Context: an optimization exercise on an open-source flow, tuned for small area. The choices shown serve that exercise and are no tape-out recipe.
Only simulation tests tie the RTL to the original design; equivalence was not proved.
No activity file was given, so power comes from the tool's default toggle rates. No driver is modelled on the clock port, so clocking that relies on it looks cheaper here than on a real chip.

Design stream_buffer, start of the top module:
module stream_buffer (
	input  wire logic                            ti_clk,
	input  wire logic                            rst_n,
	input  wire logic                            write,
	input  wire stream_buffer_pkg::sample_t      data_in,
	input  wire logic                            read,
	output logic [stream_buffer_pkg::WORD_W-1:0] data_out,
	output stream_buffer_pkg::fill_t             fill_count
);
	stream_buffer_pkg::word_t                                   pk_data;
	logic                                                       pk_valid;
	logic                                                       pair_done;
	logic                                                       pending;
	logic                                                       shift_lo;
	logic                                                       shift_hi;
	logic [stream_buffer_pkg::TOTAL_W-1:0]                      total;
	stream_buffer_pkg::word_t [stream_buffer_pkg::CHAIN_DEPTH-1:0] chain;
	word_packer u_packer (
		.ti_clk(ti_clk), .rst_n(rst_n), .write(write), .data_in(data_in),
		.pk_data(pk_data), .pair_done(pair_done), .pk_valid(pk_valid), .pending(pending)
	);
	bulk_store u_store (
		.ti_clk(ti_clk), .pk_data(pk_data), .shift_lo(shift_lo),
		.shift_hi(shift_hi), .chain(chain)
	);
	out_queue u_queue (
		.ti_clk(ti_clk), .rst_n(rst_n), .push(pk_valid), .pair_done(pair_done), .read(read),
		.chain(chain), .shift_lo(shift_lo), .shift_hi(shift_hi),
		.total(total), .data_out(data_out)
	);
	fill_monitor u_fill (
		.ti_clk(ti_clk), .rst_n(rst_n), .pending(pending), .total(total),
		.fill_count(fill_count)
	);
endmodule
clock: 4.0 ns
lec_check: 0
cap_margin: 20
core_margin: 2
core_utilization: 40
slew_margin: 20
run.sh (not shown) runs the stock make flow with config.mk's settings and CLKGATE_MAP_FILE= SYNTH_SCRIPT=/design/flow/synth_recipe.tcl, a recipe that flattens the netlist after the stock synthesis.
The baseline finished with timing, DRC and antenna clean.
Edit:
==> flow/flow/run.sh (new file) <==
#!/bin/bash
# The standard layout (standard.sh: the ORFS flow, standard synthesis) with
# three settings changed:
#  - ports are buffered with sky130_fd_sc_hd__buf_1 instead of the default cell
#  - clock tree sinks are clustered into groups of up to 30 within 100 um
#  - clock tree synthesis inserts no dummy loads
# Full make output goes to flow_make.log; ORFS's per-step logs are under orfs/logs.
set -euo pipefail
cd "$(dirname "${BASH_SOURCE[0]}")/.."
bash standard.sh \
  "BUFFER_PORTS_ARGS=-buffer_cell sky130_fd_sc_hd__buf_1" \
  "CTS_ARGS=-sink_clustering_enable -repair_clock_nets -sink_clustering_size 30 -sink_clustering_max_diameter 100 -dont_use_dummy_load" \
  finish > flow_make.log 2>&1
==> flow/standard.sh (new file) <==
#!/bin/bash
# synth_recipe.tcl (not shown) runs the flow's synth.tcl, then flattens the netlist and writes it again
# the make line also repeats each setting of config.mk as NAME=value (left out here)
make -C /OpenROAD-flow-scripts/flow DESIGN_CONFIG=/design/flow/config.mk WORK_HOME=/design/flow/orfs CLKGATE_MAP_FILE= SYNTH_SCRIPT=/design/flow/synth_recipe.tcl "${@:-finish}"
removed: flow/run.sh
=>
- The changed run finished clean
- first-iteration DRC count increases by 16%
- sequential share of layout area increases by 5.7 points
- total power decreases by 18%
- die area is unchanged
Edit:
--- a/flow/flow/run.sh
+++ b/flow/flow/run.sh
@@ -12,2 +12,3 @@
   "CTS_ARGS=-sink_clustering_enable -repair_clock_nets -sink_clustering_size 30 -sink_clustering_max_diameter 100 -dont_use_dummy_load" \
+  SKIP_REPAIR_TIE_FANOUT=1 \
   finish > flow_make.log 2>&1
Sequential share of layout area hardly moves. Worst setup slack gets worse by 0.042 ns. Via count goes down by 1.6%.

---

stream_buffer again, from the RTL that the note above started with.
==> flow/config.mk <==
export PLATFORM = sky130hd
export DESIGN_NAME = stream_buffer
export DESIGN_NICKNAME = stream_buffer
export VERILOG_FILES = /design/flow/design.v
export SDC_FILE = /design/flow/constraint.sdc
export NUM_CORES = 4
export LEC_CHECK = 0
export CAP_MARGIN = 20
export CORE_MARGIN = 2
export CORE_UTILIZATION = 40
export SLEW_MARGIN = 20
==> flow/constraint.sdc <==
create_clock -name core_clock -period 4.0 [get_ports {ti_clk}]
set_input_delay 0.8000 -clock core_clock [delete_from_list [all_inputs] [get_ports {ti_clk}]]
set_output_delay 0.8000 -clock core_clock [all_outputs]
set_load 0.01 [all_outputs]
standard.sh (not shown) runs the stock make flow with config.mk's settings and CLKGATE_MAP_FILE= SYNTH_SCRIPT=/design/flow/synth_recipe.tcl, a recipe that flattens the netlist after the stock synthesis.
==> flow/flow/run.sh <==
#!/bin/bash
# The standard layout (standard.sh: the ORFS flow, standard synthesis) with
# three settings changed:
#  - ports are buffered with sky130_fd_sc_hd__buf_1 instead of the default cell
#  - clock tree sinks are clustered into groups of up to 30 within 100 um
#  - clock tree synthesis inserts no dummy loads
# Full make output goes to flow_make.log; ORFS's per-step logs are under orfs/logs.
set -euo pipefail
cd "$(dirname "${BASH_SOURCE[0]}")/.."
bash standard.sh \
  "BUFFER_PORTS_ARGS=-buffer_cell sky130_fd_sc_hd__buf_1" \
  "CTS_ARGS=-sink_clustering_enable -repair_clock_nets -sink_clustering_size 30 -sink_clustering_max_diameter 100 -dont_use_dummy_load" \
  MATCH_CELL_FOOTPRINT=0 \
  finish > flow_make.log 2>&1
Then changed:
==> flow/flow/run.sh (replaced) <==
#!/bin/bash
# The standard layout (standard.sh: the ORFS flow, standard synthesis) with
# three settings changed:
#  - ports are buffered with sky130_fd_sc_hd__buf_1 instead of the default cell
#  - clock tree sinks are clustered into groups of up to 40 within 60 um
#  - clock tree synthesis inserts no dummy loads
# Full make output goes to flow_make.log; ORFS's per-step logs are under orfs/logs.
set -euo pipefail
cd "$(dirname "${BASH_SOURCE[0]}")/.."
bash standard.sh \
  "BUFFER_PORTS_ARGS=-buffer_cell sky130_fd_sc_hd__buf_1" \
  "CTS_ARGS=-sink_clustering_enable -repair_clock_nets -sink_clustering_size 40 -sink_clustering_max_diameter 60 -dont_use_dummy_load" \
  finish > flow_make.log 2>&1
Utilization grows by 0.56 points.
Routed wire length grows slightly.
Final cell count grows slightly.
Then changed:
==> flow/flow/run.sh (replaced) <==
#!/bin/bash
# The standard layout (standard.sh: the ORFS flow, standard synthesis) with
# three settings changed:
#  - ports are buffered with sky130_fd_sc_hd__buf_1 instead of the default cell
#  - clock tree sinks are clustered into groups of up to 30 within 100 um
#  - clock tree synthesis inserts no dummy loads
# Full make output goes to flow_make.log; ORFS's per-step logs are under orfs/logs.
set -euo pipefail
cd "$(dirname "${BASH_SOURCE[0]}")/.."
bash standard.sh \
  "BUFFER_PORTS_ARGS=-buffer_cell sky130_fd_sc_hd__buf_1" \
  "CTS_ARGS=-sink_clustering_enable -repair_clock_nets -sink_clustering_size 30 -sink_clustering_max_diameter 100 -dont_use_dummy_load" \
  CORE_UTILIZATION=55 \
  finish > flow_make.log 2>&1
After rerunning: Clock skew is higher by 0.012 ns; routed wire length is lower by 5.0%; non-clock buffer count is lower by 1; cell area is lower by 2.2%; via count is lower by 2.5%; global-route usage is higher by 5.4 points; sequential share of layout area is higher by 1.7 points; sequential power is about the same; clock-buffer cell count is lower by 14; die area is lower by 27%; flip-flop and latch count does not change.

---

build 25:
The RTL this note starts from:
==> flow/design.v <==
`default_nettype none
package stream_buffer_pkg;
	localparam int SAMPLE_W = 16;
	localparam int WORD_W   = 2 * SAMPLE_W;
	localparam int FILL_W   = 32;
	localparam int STORE_DEPTH = 16;
	localparam int QUEUE_DEPTH = 4;
	localparam int CHAIN_DEPTH = STORE_DEPTH + QUEUE_DEPTH;
	localparam int TOTAL_W     = $clog2(CHAIN_DEPTH + 1);
	localparam int QCNT_W      = $clog2(QUEUE_DEPTH + 1);
	typedef logic [SAMPLE_W-1:0] sample_t;
	typedef logic [WORD_W-1:0]   word_t;
	typedef logic [FILL_W-1:0]   fill_t;
endpackage
`default_nettype wire
`default_nettype none
module word_packer (
	input  wire logic                       ti_clk,
	input  wire logic                       rst_n,
	input  wire logic                       write,
	input  wire stream_buffer_pkg::sample_t data_in,
	output stream_buffer_pkg::word_t        pk_data,
	output logic                            pair_done,
	output logic                            pk_valid,
	output logic                            pending
);
	stream_buffer_pkg::sample_t hold_q;
	assign pair_done = write & pending;
	always_ff @(posedge ti_clk or negedge rst_n) begin
		if (!rst_n) begin
			pending  <= 1'b0;
			pk_valid <= 1'b0;
		end else begin
			pk_valid <= pair_done;
			if (write) begin
				pending <= ~pending;
			end
		end
	end
	always_ff @(posedge ti_clk) begin
		if (write && !pending) begin
			hold_q <= data_in;
		end
	end
	assign pk_data = {hold_q, data_in};
endmodule
`default_nettype wire
`default_nettype none
module bulk_store (
	input  wire logic                                  ti_clk,
	input  wire stream_buffer_pkg::word_t              pk_data,
	input  wire logic                                  shift_lo,
	input  wire logic                                  shift_hi,
	output stream_buffer_pkg::word_t [stream_buffer_pkg::CHAIN_DEPTH-1:0] chain
);
	localparam int SD = stream_buffer_pkg::STORE_DEPTH;
	localparam int CD = stream_buffer_pkg::CHAIN_DEPTH;
	always_ff @(posedge ti_clk) begin
		if (shift_lo) begin
			chain[0] <= pk_data;
			for (int i = 1; i < SD; i++) begin
				chain[i] <= chain[i-1];
			end
		end
		if (shift_hi) begin
			for (int i = SD; i < CD; i++) begin
				chain[i] <= chain[i-1];
			end
		end
	end
endmodule
`default_nettype wire
`default_nettype none
module out_queue (
	input  wire logic                                  ti_clk,
	input  wire logic                                  rst_n,
	input  wire logic                                  push,
	input  wire logic                                  pair_done,
	input  wire logic                                  read,
	input  wire stream_buffer_pkg::word_t [stream_buffer_pkg::CHAIN_DEPTH-1:0] chain,
	output logic                                       shift_lo,
	output logic                                       shift_hi,
	output logic [stream_buffer_pkg::TOTAL_W-1:0]      total,
	output stream_buffer_pkg::word_t                   data_out
);
	localparam int CD     = stream_buffer_pkg::CHAIN_DEPTH;
	localparam int SD     = stream_buffer_pkg::STORE_DEPTH;
	localparam int QD     = stream_buffer_pkg::QUEUE_DEPTH;
	localparam int TW     = stream_buffer_pkg::TOTAL_W;
	localparam int QW     = stream_buffer_pkg::QCNT_W;
	logic [QW-1:0] qcount;
	logic          shown;
	logic          q_empty;
	logic          q_full;
	logic          q_last;
	logic          st_empty;
	logic          st_full;
	logic          xfer;
	logic          drop;
	logic          pop;
	logic          grow;
	logic          head_dn;
	logic          head_up;
	logic          head_down;
	logic [TW-1:0] total_next;
	logic [CD-1:0] head_q;
	logic [CD-1:0] sel;
	assign q_empty  = (qcount == '0);
	assign q_full   = (qcount == QW'(QD));
	assign q_last   = (qcount == QW'(1));
	assign st_empty = (total == TW'(qcount));
	assign st_full  = (total == TW'(qcount) + TW'(SD));
	assign xfer     = ~st_empty & ~q_full;
	assign drop     = push & st_full & ~xfer;
	assign pop      = read & ~q_empty;
	assign grow     = push & ~drop;
	assign total_next = total + TW'(grow) - TW'(pop);
	assign shift_lo = pair_done;
	assign shift_hi = pair_done & (total_next != TW'(CD));
	always_ff @(posedge ti_clk or negedge rst_n) begin
		if (!rst_n) begin
			total  <= '0;
			qcount <= '0;
			shown  <= 1'b0;
		end else begin
			total  <= total_next;
			qcount <= qcount + QW'(xfer) - QW'(pop);
			if (xfer) begin
				shown <= 1'b1;
			end
		end
	end
	assign head_dn   = q_empty ? xfer : (pop & ~(q_last & ~xfer));
	assign head_up   = shift_hi & ~head_dn;
	assign head_down = head_dn & ~shift_hi;
	always_ff @(posedge ti_clk or negedge rst_n) begin
		if (!rst_n) begin
			head_q <= CD'(1);
		end else if (head_up) begin
			head_q <= {head_q[CD-2:0], 1'b0};
		end else if (head_down) begin
			head_q <= {1'b0, head_q[CD-1:1]};
		end
	end
	assign sel = {head_q[CD-1:3], head_q[2:0] & {3{shown}}};
	always_comb begin
		data_out = '0;
		for (int i = 0; i < CD; i++) begin
			data_out = data_out | ({stream_buffer_pkg::WORD_W{sel[i]}} & chain[i]);
		end
	end
endmodule
`default_nettype wire
`default_nettype none
module fill_monitor (
	input  wire logic                                  ti_clk,
	input  wire logic                                  rst_n,
	input  wire logic                                  pending,
	input  wire logic [stream_buffer_pkg::TOTAL_W-1:0] total,
	output stream_buffer_pkg::fill_t                   fill_count
);
	logic [stream_buffer_pkg::TOTAL_W:0] fill_q;
	always_ff @(posedge ti_clk or negedge rst_n) begin
		if (!rst_n) begin
			fill_q <= '0;
		end else begin
			fill_q <= {total, pending};
		end
	end
	assign fill_count = stream_buffer_pkg::fill_t'(fill_q);
endmodule
`default_nettype wire
`default_nettype none
module stream_buffer (
	input  wire logic                            ti_clk,
	input  wire logic                            rst_n,
	input  wire logic                            write,
	input  wire stream_buffer_pkg::sample_t      data_in,
	input  wire logic                            read,
	output logic [stream_buffer_pkg::WORD_W-1:0] data_out,
	output stream_buffer_pkg::fill_t             fill_count
);
	stream_buffer_pkg::word_t                                   pk_data;
	logic                                                       pk_valid;
	logic                                                       pair_done;
	logic                                                       pending;
	logic                                                       shift_lo;
	logic                                                       shift_hi;
	logic [stream_buffer_pkg::TOTAL_W-1:0]                      total;
	stream_buffer_pkg::word_t [stream_buffer_pkg::CHAIN_DEPTH-1:0] chain;
	word_packer u_packer (
		.ti_clk(ti_clk), .rst_n(rst_n), .write(write), .data_in(data_in),
		.pk_data(pk_data), .pair_done(pair_done), .pk_valid(pk_valid), .pending(pending)
	);
	bulk_store u_store (
		.ti_clk(ti_clk), .pk_data(pk_data), .shift_lo(shift_lo),
		.shift_hi(shift_hi), .chain(chain)
	);
	out_queue u_queue (
		.ti_clk(ti_clk), .rst_n(rst_n), .push(pk_valid), .pair_done(pair_done), .read(read),
		.chain(chain), .shift_lo(shift_lo), .shift_hi(shift_hi),
		.total(total), .data_out(data_out)
	);
	fill_monitor u_fill (
		.ti_clk(ti_clk), .rst_n(rst_n), .pending(pending), .total(total),
		.fill_count(fill_count)
	);
endmodule
`default_nettype wire
Settings: LEC_CHECK=0, CAP_MARGIN=20, CORE_MARGIN=2, CORE_UTILIZATION=40, CTS_CLUSTER_DIAMETER=100, CTS_CLUSTER_SIZE=30, SLEW_MARGIN=20; clock period 4.0 ns.
run.sh (not shown) runs the stock make flow with config.mk's settings and CLKGATE_MAP_FILE= SYNTH_SCRIPT=/design/flow/synth_recipe.tcl, a recipe that flattens the netlist after the stock synthesis.
Stock flow here: none of the scripts above is used.
Build 25 reached the end of the flow, and the finished layout is clean on the timing, design-rule and antenna checks.
Relative to build 25, the following input files were edited for build 88:
Settings: a deleted CTS_CLUSTER_SIZE that had been 30; a deleted CTS_CLUSTER_DIAMETER that had been 100.
==> flow/flow/run.sh (new file) <==
#!/bin/bash
# The standard layout (standard.sh: the ORFS flow, standard synthesis) with
# three settings changed:
#  - ports are buffered with sky130_fd_sc_hd__buf_1 instead of the default cell
#  - clock tree sinks are clustered into groups of up to 30 within 100 um
#  - clock tree synthesis inserts no dummy loads
# Full make output goes to flow_make.log; ORFS's per-step logs are under orfs/logs.
set -euo pipefail
cd "$(dirname "${BASH_SOURCE[0]}")/.."
bash standard.sh \
  "BUFFER_PORTS_ARGS=-buffer_cell sky130_fd_sc_hd__buf_1" \
  "CTS_ARGS=-sink_clustering_enable -repair_clock_nets -sink_clustering_size 30 -sink_clustering_max_diameter 100 -dont_use_dummy_load" \
  CAP_MARGIN=5 SLEW_MARGIN=5 \
  finish > flow_make.log 2>&1
==> flow/standard.sh (new file) <==
#!/bin/bash
# synth_recipe.tcl (not shown) runs the flow's synth.tcl, then flattens the netlist and writes it again
# the make line also repeats each setting of config.mk as NAME=value (left out here)
make -C /OpenROAD-flow-scripts/flow DESIGN_CONFIG=/design/flow/config.mk WORK_HOME=/design/flow/orfs CLKGATE_MAP_FILE= SYNTH_SCRIPT=/design/flow/synth_recipe.tcl "${@:-finish}"
removed: flow/run.sh
==> summary.txt <==
Number of global-route vias before repair: build 88 > build 25
In build 88, the post-route cell area came out 2.5% below the value in build 25.
In build 88, count of clock-buffer cells in the layout is lower than in build 25.
Sort build 25 and build 88 by number of optimization iterations in the first detailed-route pass asc -> top: build 88
The inputs of build 22 differ from those of build 88 as listed below.
diff --git a/flow/flow/run.sh b/flow/flow/run.sh
--- a/flow/flow/run.sh
+++ b/flow/flow/run.sh
@@ -10,5 +10,4 @@
 bash standard.sh \
   "BUFFER_PORTS_ARGS=-buffer_cell sky130_fd_sc_hd__buf_1" \
-  "CTS_ARGS=-sink_clustering_enable -repair_clock_nets -sink_clustering_size 30 -sink_clustering_max_diameter 100 -dont_use_dummy_load" \
-  CAP_MARGIN=5 SLEW_MARGIN=5 \
+  "CTS_ARGS=-sink_clustering_enable -repair_clock_nets -sink_clustering_size 16 -sink_clustering_max_diameter 80 -buf_list sky130_fd_sc_hd__clkbuf_8 -root_buf sky130_fd_sc_hd__clkbuf_16 -dont_use_dummy_load" \
   finish > flow_make.log 2>&1
Findings:
Diff build 88 -> build 22: share of final layout cell area taken by non-clock buffers about even; unique cell type count in the Yosys netlist roughly the same; final critical-path share of the clock period climbed 0.24 points.
Per the comparison of build 22 with build 88, clock share of power rose by 0.6 points, maximum clock skew at final layout shows a reduction of 15 ps, worst hold slack has increased, global-route usage saw an increase.
Number of standard cells in the final layout excluding fillers for build 22 is higher than for build 88.
Route | build 22 vs build 88 | wire longer in build 22
~same met2 global-route usage in build 88 and build 22
For build 63, these inputs were changed with respect to build 22:
diff --git a/flow/flow/run.sh b/flow/flow/run.sh
--- a/flow/flow/run.sh
+++ b/flow/flow/run.sh
@@ -10,4 +10,4 @@
 bash standard.sh \
   "BUFFER_PORTS_ARGS=-buffer_cell sky130_fd_sc_hd__buf_1" \
-  "CTS_ARGS=-sink_clustering_enable -repair_clock_nets -sink_clustering_size 16 -sink_clustering_max_diameter 80 -buf_list sky130_fd_sc_hd__clkbuf_8 -root_buf sky130_fd_sc_hd__clkbuf_16 -dont_use_dummy_load" \
+  "CTS_ARGS=-sink_clustering_enable -repair_clock_nets -sink_clustering_size 32 -sink_clustering_max_diameter 100 -dont_use_dummy_load" \
   finish > flow_make.log 2>&1
==> comparison <==
[compare] base=build 22 new=build 63: total met3 wirelength after detailed routing down 15%; global routing usage on met2 flat; total detailed-routing wirelength down 1.5%.
Sort build 63 and build 22 by wire length per cell after detailed routing desc -> top: build 22
As far as maximum clock rate is concerned, build 22 and build 63 perform about the same.
Here is what was changed in the inputs of build 64 compared with build 63.
diff --git a/flow/flow/run.sh b/flow/flow/run.sh
--- a/flow/flow/run.sh
+++ b/flow/flow/run.sh
@@ -10,4 +10,5 @@
 bash standard.sh \
   "BUFFER_PORTS_ARGS=-buffer_cell sky130_fd_sc_hd__buf_1" \
-  "CTS_ARGS=-sink_clustering_enable -repair_clock_nets -sink_clustering_size 32 -sink_clustering_max_diameter 100 -dont_use_dummy_load" \
+  "CTS_ARGS=-sink_clustering_enable -repair_clock_nets -sink_clustering_size 30 -sink_clustering_max_diameter 100 -dont_use_dummy_load" \
+  GPL_KEEP_OVERFLOW=0 \
   finish > flow_make.log 2>&1
### Flow results
- [compare] base=build 63 new=build 64: post-layout net count went down 0.82%; signed area change from the synthesized netlist to the final layout went up 1.1 points.
- Build 64: count of TritonRoute iterations in the first routing pass 1 above build 63
- Going from build 63 to build 64, cell area after layout grows by 1.0%.
- Cmp build 63 and build 64 / routed wire length / higher: build 63
- Diff build 63 -> build 64 | power of the combinational group | up by more than 10%
- Clock power (lower): build 63

-- afterwards: timing with drivers on the ports --
No port has a modelled driver above. Below, the same layouts with a new extraction and two added sets of constraints.
Step 1 assumes that a clkbuf_16 drives the clock port and a buf_2 every other input.
Step 2, shift: input delay + t, output delay - t, t = (earliest + latest rising clock arrival at the registers) / 2. This alone moves slack from input paths to output paths.
a / b / c = no drivers / after step 1 / after step 2; a / b = the first two.
| run | t, ns | setup WS [ns] | worst setup path at the end | clock arrival spread, ns | worst register clock-pin slew, ns |
|---|---|---|---|---|---|
| the first run of note 1 | 0.651 | 0.164 / 0.107 / 0.036 | input to register | 0.034 / 0.034 | 0.07 / 0.07 |
| the second run of note 1 | 0.637 | 0.473 / 0.423 / 0.250 | input to register | 0.072 / 0.073 | 0.12 / 0.12 |
| the third run of note 1 | 0.635 | 0.431 / 0.431 / 0.191 | input to register | 0.066 / 0.066 | 0.12 / 0.12 |
| the first run of note 2 | 0.637 | 0.473 / 0.423 / 0.250 | input to register | 0.072 / 0.073 | 0.12 / 0.12 |
| the second run of note 2 | 0.627 | 0.474 / 0.471 / 0.237 | input to register | 0.056 / 0.055 | 0.11 / 0.11 |
| the third run of note 2 | 0.645 | 0.498 / 0.471 / 0.274 | input to register | 0.071 / 0.071 | 0.12 / 0.12 |
| build 25 | 0.645 | 0.126 / 0.069 / 0.041 | input to register | 0.035 / 0.035 | 0.12 / 0.12 |
| build 88 | 0.637 | 0.473 / 0.423 / 0.250 | input to register | 0.072 / 0.073 | 0.12 / 0.12 |
| build 22 | 0.617 | 0.464 / 0.442 / 0.239 | input to register | 0.045 / 0.045 | 0.11 / 0.11 |
| build 63 | 0.643 | 0.454 / 0.408 / 0.236 | input to register | 0.026 / 0.026 | 0.12 / 0.12 |
| build 64 | 0.634 | 0.307 / 0.307 / 0.050 | input to register | 0.092 / 0.092 | 0.12 / 0.12 |
After both steps every run listed still meets setup and hold. For build 64, which loses most, drivers alone change the setup slack by 0.000 ns; drivers and shift together by -0.257 ns.
